Context: an optimization exercise on an open-source flow, tuned for small area and a short achievable clock period. The choices shown serve that exercise and are no tape-out recipe.
At most, simulation tests tie the RTL to the original design; equivalence was not proved.

==> job 9870: inputs <==
==> flow/design.v <==
`timescale 1ns/10ps
package squeeze_pkg;
	function automatic int wk(input int lane, input int chan);
		wk = ((lane * 7 + chan * 3 + 2) % 13) - 6;
	endfunction
	function automatic int bk(input int lane);
		bk = (((lane * 5 + 1) % 7) - 3) * 64;
	endfunction
	function automatic int nneg(input int lane);
		nneg = ((wk(lane, 0) < 0) ? 1 : 0) + ((wk(lane, 1) < 0) ? 1 : 0) + ((wk(lane, 2) < 0) ? 1 : 0) + ((wk(lane, 3) < 0) ? 1 : 0)
		     + ((wk(lane, 4) < 0) ? 1 : 0) + ((wk(lane, 5) < 0) ? 1 : 0) + ((wk(lane, 6) < 0) ? 1 : 0) + ((wk(lane, 7) < 0) ? 1 : 0);
	endfunction
endpackage
`timescale 1ns/10ps
module coef_rom #(
	parameter int LANE = 0
) (
	input  logic                   vld,
	input  logic [2:0]             chan,
	input  logic [21-1:0]   m1,
	input  logic [21-1:0]   m3,
	input  logic [21-1:0]   m5,
	output logic [21-1:0]   op
);
	logic [21-1:0] term [8];
	genvar c;
	generate
		for (c = 0; c < 8; c++) begin : g_chan
			localparam int K = squeeze_pkg::wk(LANE, c);
			localparam int A = (K < 0) ? -K : K;
			localparam bit N = (K < 0);
			logic [21-1:0] mag;
			logic                 hit;
			assign mag = (A == 1) ? m1 :
			             (A == 2) ? (m1 << 1) :
			             (A == 3) ? m3 :
			             (A == 4) ? (m1 << 2) :
			             (A == 5) ? m5 :
			             (A == 6) ? (m3 << 1) : '0;
			assign hit = vld && (chan == c);
			assign term[c] = hit ? (mag ^ {21{N}}) : '0;
		end
	endgenerate
	always_comb begin
		op = '0;
		for (int i = 0; i < 8; i++) op = op | term[i];
	end
endmodule
`timescale 1ns/10ps
module mac_lane #(
	parameter int LANE = 0
) (
	input  logic                   clk,
	input  logic                   first,
	input  logic [21-1:0]   op,
	output logic [21-1:0]   acc
);
	localparam int PRE_I = squeeze_pkg::bk(LANE) + squeeze_pkg::nneg(LANE);
	logic [21-1:0] preload;
	assign preload = PRE_I;
	always_ff @(posedge clk) begin
		acc <= (first ? preload : acc) + op;
	end
endmodule
`timescale 1ns/10ps
module requant (
	input  logic [21-1:0] acc,
	output logic [16-1:0] q
);
	assign q = {1'b0, acc[18:4] & {15{~acc[21-1]}}};
endmodule
`timescale 1ns/10ps
module squeeze_ctrl (
	input  logic       clk,
	input  logic       arst_n,
	input  logic       en,
	input  logic       ram_feedback,
	output logic       vld,
	output logic [2:0] chan,
	output logic       sample,
	output logic       finish
);
	localparam int NPIX = 3 * 3;
	logic [3:0] pix_cnt;
	logic       layer_end;
	logic       fb_seen;
	logic       last;
	assign last = vld && (chan == 3'd7);
	always_ff @(posedge clk or negedge arst_n) begin
		if (!arst_n) begin
			vld    <= 1'b0;
			chan   <= 3'd0;
			sample <= 1'b0;
		end else begin
			vld    <= en;
			sample <= last;
			if (vld) chan <= chan + 3'd1;
		end
	end
	always_ff @(posedge clk or negedge arst_n) begin
		if (!arst_n) begin
			pix_cnt   <= '0;
			layer_end <= 1'b0;
		end else if (last && !layer_end) begin
			pix_cnt <= pix_cnt + 1'b1;
			if (pix_cnt == NPIX - 1) layer_end <= 1'b1;
		end
	end
	always_ff @(posedge clk or negedge arst_n) begin
		if (!arst_n) begin
			fb_seen <= 1'b0;
		end else if (ram_feedback) begin
			fb_seen <= 1'b1;
		end
	end
	assign finish = layer_end && !fb_seen;
endmodule
`timescale 1ns/10ps
module squeeze_top (
	input  logic                             clk,
	input  logic                             arst_n,
	input  logic                             en,
	input  logic [16-1:0]            ifm,
	input  logic                             ram_feedback,
	output logic [4*16-1:0] ofm,
	output logic                             sample,
	output logic                             finish
);
	logic                 vld;
	logic [2:0]           chan;
	logic [16-1:0] x;
	logic [21-1:0] m1, m3, m5;
	squeeze_ctrl ctrl_i (
		.clk          (clk),
		.arst_n       (arst_n),
		.en           (en),
		.ram_feedback (ram_feedback),
		.vld          (vld),
		.chan         (chan),
		.sample       (sample),
		.finish       (finish)
	);
	always_ff @(posedge clk) begin
		x <= ifm;
	end
	assign m1 = {{(21-16){x[16-1]}}, x};
	assign m3 = m1 + (m1 << 1);
	assign m5 = m1 + (m1 << 2);
	genvar l;
	generate
		for (l = 0; l < 4; l++) begin : g_lane
			logic [21-1:0] op;
			logic [21-1:0] acc;
			coef_rom #(.LANE(l)) sel_i (
				.vld  (vld),
				.chan (chan),
				.m1   (m1),
				.m3   (m3),
				.m5   (m5),
				.op   (op)
			);
			mac_lane #(.LANE(l)) mac_i (
				.clk   (clk),
				.first (chan == 3'd0),
				.op    (op),
				.acc   (acc)
			);
			requant rq_i (
				.acc (acc),
				.q   (ofm[l*16 +: 16])
			);
		end
	endgenerate
endmodule
==> flow/run.sh <==
#!/bin/bash
# synth_recipe.tcl (not shown) runs the flow's synth.tcl, then flattens the netlist and writes it again
# the make line also repeats each setting of config.mk as NAME=value (left out here)
make -C /OpenROAD-flow-scripts/flow DESIGN_CONFIG=/design/flow/config.mk WORK_HOME=/design/flow/orfs CLKGATE_MAP_FILE= SYNTH_SCRIPT=/design/flow/synth_recipe.tcl finish
==> flow/config.mk <==
export PLATFORM = sky130hd
export DESIGN_NAME = squeeze_top
export DESIGN_NICKNAME = squeeze_top
export VERILOG_FILES = /design/flow/design.v
export SDC_FILE = /design/flow/constraint.sdc
export NUM_CORES = 4
export LEC_CHECK = 0
export CAP_MARGIN = 20
export CORE_MARGIN = 2
export CORE_UTILIZATION = 40
export SLEW_MARGIN = 20
==> flow/constraint.sdc <==
create_clock -name core_clock -period 7.5 [get_ports {clk}]
set_input_delay 1.5000 -clock core_clock [delete_from_list [all_inputs] [get_ports {clk}]]
set_output_delay 1.5000 -clock core_clock [all_outputs]
set_load 0.01 [all_outputs]
==> inputs of job 5531, as changes to job 9870 <==
==> flow/design.v (replaced) <==
`timescale 1ns/10ps
package squeeze_pkg;
	function automatic int wk(input int lane, input int chan);
		wk = ((lane * 7 + chan * 3 + 2) % 13) - 6;
	endfunction
	function automatic int bk(input int lane);
		bk = (((lane * 5 + 1) % 7) - 3) * 64;
	endfunction
	function automatic int term_off(input int lane, input int chan);
		int k, a, sneg, lneg;
		k    = wk(lane, chan);
		a    = (k < 0) ? -k : k;
		sneg = (wk(0, chan) < 0) ? 1 : 0;
		lneg = (k < 0) ? 1 : 0;
		if (k == 0)
			term_off = 0;
		else if (lneg == sneg)
			term_off = -a * sneg;
		else
			term_off = a * sneg - 1;
	endfunction
	function automatic int preload(input int lane);
		int p;
		p = bk(lane);
		for (int c = 0; c < 8; c++) p = p - term_off(lane, c);
		preload = p;
	endfunction
endpackage
`timescale 1ns/10ps
module coef_rom #(
	parameter int LANE = 0
) (
	input  logic                   clk,
	input  logic                   arst_n,
	input  logic                   en,
	input  logic [2:0]             chan,
	input  logic [21-1:0]   m1,
	input  logic [21-1:0]   m3,
	input  logic [21-1:0]   m5,
	output logic                   first,
	output logic [21-1:0]   op
);
	logic [6:1] s_p_d, s_p_q, s_n_d, s_n_q;
	logic       f_d;
	always_comb begin
		s_p_d = '0;
		s_n_d = '0;
		for (int c = 0; c < 8; c++) begin
			if (en && chan == c) begin
				for (int a = 1; a <= 6; a++) begin
					if (squeeze_pkg::wk(LANE, c) == a || squeeze_pkg::wk(LANE, c) == -a) begin
						if ((squeeze_pkg::wk(LANE, c) < 0) == (squeeze_pkg::wk(0, c) < 0))
							s_p_d[a] = 1'b1;
						else
							s_n_d[a] = 1'b1;
					end
				end
			end
		end
		f_d = en && chan == 3'd0;
	end
	always_ff @(posedge clk or negedge arst_n) begin
		if (!arst_n) begin
			s_p_q <= '0;
			s_n_q <= '0;
			first <= 1'b0;
		end else begin
			s_p_q <= s_p_d;
			s_n_q <= s_n_d;
			first <= f_d;
		end
	end
	logic [21-1:0] mul [6:1];
	assign mul[1] = m1;
	assign mul[2] = m1 << 1;
	assign mul[3] = m3;
	assign mul[4] = m1 << 2;
	assign mul[5] = m5;
	assign mul[6] = m3 << 1;
	always_comb begin
		op = '0;
		for (int a = 1; a <= 6; a++) begin
			op = op | ({21{s_p_q[a]}} & mul[a])
			        | ({21{s_n_q[a]}} & ~mul[a]);
		end
	end
endmodule
`timescale 1ns/10ps
module mac_lane #(
	parameter int LANE = 0
) (
	input  logic                   clk,
	input  logic                   first,
	input  logic [21-1:0]   op,
	output logic [21-1:0]   acc
);
	localparam int PRE_I = squeeze_pkg::preload(LANE);
	logic [21-1:0] preload;
	assign preload = PRE_I;
	always_ff @(posedge clk) begin
		acc <= (first ? preload : acc) + op;
	end
endmodule
`timescale 1ns/10ps
module requant (
	input  logic [21-1:0] acc,
	output logic [16-1:0] q
);
	assign q = {1'b0, acc[18:4] & {15{~acc[21-1]}}};
endmodule
`timescale 1ns/10ps
module squeeze_ctrl (
	input  logic       clk,
	input  logic       arst_n,
	input  logic       en,
	input  logic       ram_feedback,
	output logic [2:0] chan,
	output logic       sample,
	output logic       finish
);
	localparam int NPIX = 3 * 3;
	logic       last;
	logic [3:0] pix_cnt;
	logic       layer_end;
	logic       fb_seen;
	always_ff @(posedge clk or negedge arst_n) begin
		if (!arst_n) begin
			chan   <= 3'd0;
			last   <= 1'b0;
			sample <= 1'b0;
		end else begin
			if (en) chan <= chan + 3'd1;
			last   <= en && (chan == 3'd7);
			sample <= last;
		end
	end
	always_ff @(posedge clk or negedge arst_n) begin
		if (!arst_n) begin
			pix_cnt   <= '0;
			layer_end <= 1'b0;
		end else if (last && !layer_end) begin
			pix_cnt <= pix_cnt + 1'b1;
			if (pix_cnt == NPIX - 1) layer_end <= 1'b1;
		end
	end
	always_ff @(posedge clk or negedge arst_n) begin
		if (!arst_n) begin
			fb_seen <= 1'b0;
		end else if (ram_feedback) begin
			fb_seen <= 1'b1;
		end
	end
	assign finish = layer_end && !fb_seen;
endmodule
`timescale 1ns/10ps
module squeeze_top (
	input  logic                             clk,
	input  logic                             arst_n,
	input  logic                             en,
	input  logic [16-1:0]            ifm,
	input  logic                             ram_feedback,
	output logic [4*16-1:0] ofm,
	output logic                             sample,
	output logic                             finish
);
	logic [2:0]            chan;
	logic [21-1:0]  m1, m3, m5;
	logic [17:0]           i3;
	logic [18:0]           i5;
	logic [16-1:0] x;
	logic [17:1]           x3;
	logic [18:2]           x5;
	squeeze_ctrl ctrl_i (
		.clk          (clk),
		.arst_n       (arst_n),
		.en           (en),
		.ram_feedback (ram_feedback),
		.chan         (chan),
		.sample       (sample),
		.finish       (finish)
	);
	logic [15:0] xi;
	assign xi = ifm ^ {16{~chan[1]}};
	assign i3 = {{2{xi[15]}}, xi} + {xi[15], xi, 1'b0};
	assign i5 = {{3{xi[15]}}, xi} + {xi[15], xi, 2'b0};
	always_ff @(posedge clk) begin
		x  <= xi;
		x3 <= i3[17:1];
		x5 <= i5[18:2];
	end
	assign m1 = {{(21-16){x[15]}}, x};
	assign m3 = {{(21-18){x3[17]}}, x3, x[0]};
	assign m5 = {{(21-19){x5[18]}}, x5, x[1:0]};
	genvar l;
	generate
		for (l = 0; l < 4; l++) begin : g_lane
			logic [21-1:0] op;
			logic [21-1:0] acc;
			logic                 first;
			coef_rom #(.LANE(l)) sel_i (
				.clk    (clk),
				.arst_n (arst_n),
				.en     (en),
				.chan   (chan),
				.first  (first),
				.m1   (m1),
				.m3   (m3),
				.m5   (m5),
				.op   (op)
			);
			mac_lane #(.LANE(l)) mac_i (
				.clk   (clk),
				.first (first),
				.op    (op),
				.acc   (acc)
			);
			requant rq_i (
				.acc (acc),
				.q   (ofm[l*16 +: 16])
			);
		end
	endgenerate
endmodule
==> flow/flow/run.sh (new file) <==
#!/bin/bash
# Standard layout, with every input and output port buffered by a plain
# buf_2 instead of the delay buffer the port buffering step picks by default.
set -euo pipefail
bash standard.sh "BUFFER_PORTS_ARGS=-buffer_cell sky130_fd_sc_hd__buf_2" finish > make_finish.log 2>&1
==> flow/standard.sh (new file) <==
#!/bin/bash
# synth_recipe.tcl (not shown) runs the flow's synth.tcl, then flattens the netlist and writes it again
# the make line also repeats each setting of config.mk as NAME=value (left out here)
make -C /OpenROAD-flow-scripts/flow DESIGN_CONFIG=/design/flow/config.mk WORK_HOME=/design/flow/orfs CLKGATE_MAP_FILE= SYNTH_SCRIPT=/design/flow/synth_recipe.tcl "${@:-finish}"
--- a/flow/config.mk
+++ b/flow/config.mk
@@ -9,3 +9,6 @@
 export CORE_MARGIN = 2
 export CORE_UTILIZATION = 40
+export CTS_BUF_LIST = sky130_fd_sc_hd__clkbuf_4 sky130_fd_sc_hd__clkbuf_8
+export PLACE_DENSITY = 0.4
+export SETUP_SLACK_MARGIN = 4.3
 export SLEW_MARGIN = 20
removed: flow/run.sh
==> run summary <==
- Between job 5531 and job 9870, the lower critical path depth is in job 5531 (gap 2).
- Against job 9870, the core utilization of job 5531 is higher by 4.4 points.
- Die area: job 9870 is lower than job 5531 (about 0.25%).
- In job 5531 the cell area is higher than in job 9870, by about 10%.
- Of job 5531 and job 9870, job 5531 has the higher clock-buffer cell count (gap 10).
- Between job 5531 and job 9870, the lower synthesized cell count is in job 5531 (gap about 9%, measured against job 9870).
==> figures <==
Run status: job 5531 timing/DRC/antenna clean; job 9870 timing/DRC/antenna clean
Total Routed Length: job 5531 37.3 mm; job 9870 37.3 mm
Met1 layer usage reported by global route: job 5531 0.331; job 9870 0.313
Global-route wire length before repair: job 5531 56.6 mm; job 9870 59.3 mm
Number of sinks on the clock net: job 5531 159; job 9870 111
Launching point of the worst reg2reg path: job 5531 g_lane[2].sel_i.s_p_q[1]; job 9870 ctrl_i.chan[0]
Slowest cell on the critical path: job 5531 sky130_fd_sc_hd__fa_2; job 9870 sky130_fd_sc_hd__nand3_1
DRT iter0 DRCs: job 5531 963; job 9870 1128
H-tree level count: job 5531 4; job 9870 3
DRT met1 WL: job 5531 17.1 mm; job 9870 16.3 mm
CTS clock-pin slew for the worst setup and hold paths: job 5531 0.11 ns; job 9870 0.08 ns
Ratio of layout area to synthesized area: job 5531 1.229x; job 9870 1.124x
Number of inserted filler cells in the final layout: job 5531 2792; job 9870 2907
Simple-gate share of the synthesized area: job 5531 0.189; job 9870 0.232
Most repeated cell in the gate-level netlist after synthesis: job 5531 sky130_fd_sc_hd__dfxtp_1; job 9870 sky130_fd_sc_hd__nand2_1
Share of the final layout cell area in multi-input gates: job 5531 0.589; job 9870 0.672
Final setup margin: job 5531 4.27 ns; job 9870 2.06 ns
Crit path depth: job 5531 13; job 9870 15
Function not checked in job 9870: the RTL went through the layout flow alone.

-- static timing again, ports no longer ideal --
The results above use ideal ports. As a check the final layouts listed here were re-extracted and re-timed, cells and wires unchanged. Step 1: set_driving_cell puts a clkbuf_16 on clk and a buf_2 on each other input, an assumption about the parent block. Step 2 also shifts input and output timing later by t, the mid clock arrival at the registers, as if the neighbouring blocks saw the same clock. Slacks: no drivers / after step 1 / after step 2; pairs: no drivers / after step 1.
run | t, ns | slack for setup (ns) | worst setup path at the end | latest minus earliest clock arrival (ns) | worst register clock-pin slew, ns
job 9870 | 0.416 | 2.058 / 2.058 / 2.058 | register to register | 0.007 / 0.007 | 0.08 / 0.08
job 5531 | 0.526 | 4.270 / 4.279 / 3.753 | input to register | 0.023 / 0.022 | 0.11 / 0.11
After both steps every run listed still meets setup and hold. For job 5531, which loses most, drivers alone change the setup slack by +0.009 ns; drivers and shift together by -0.517 ns.
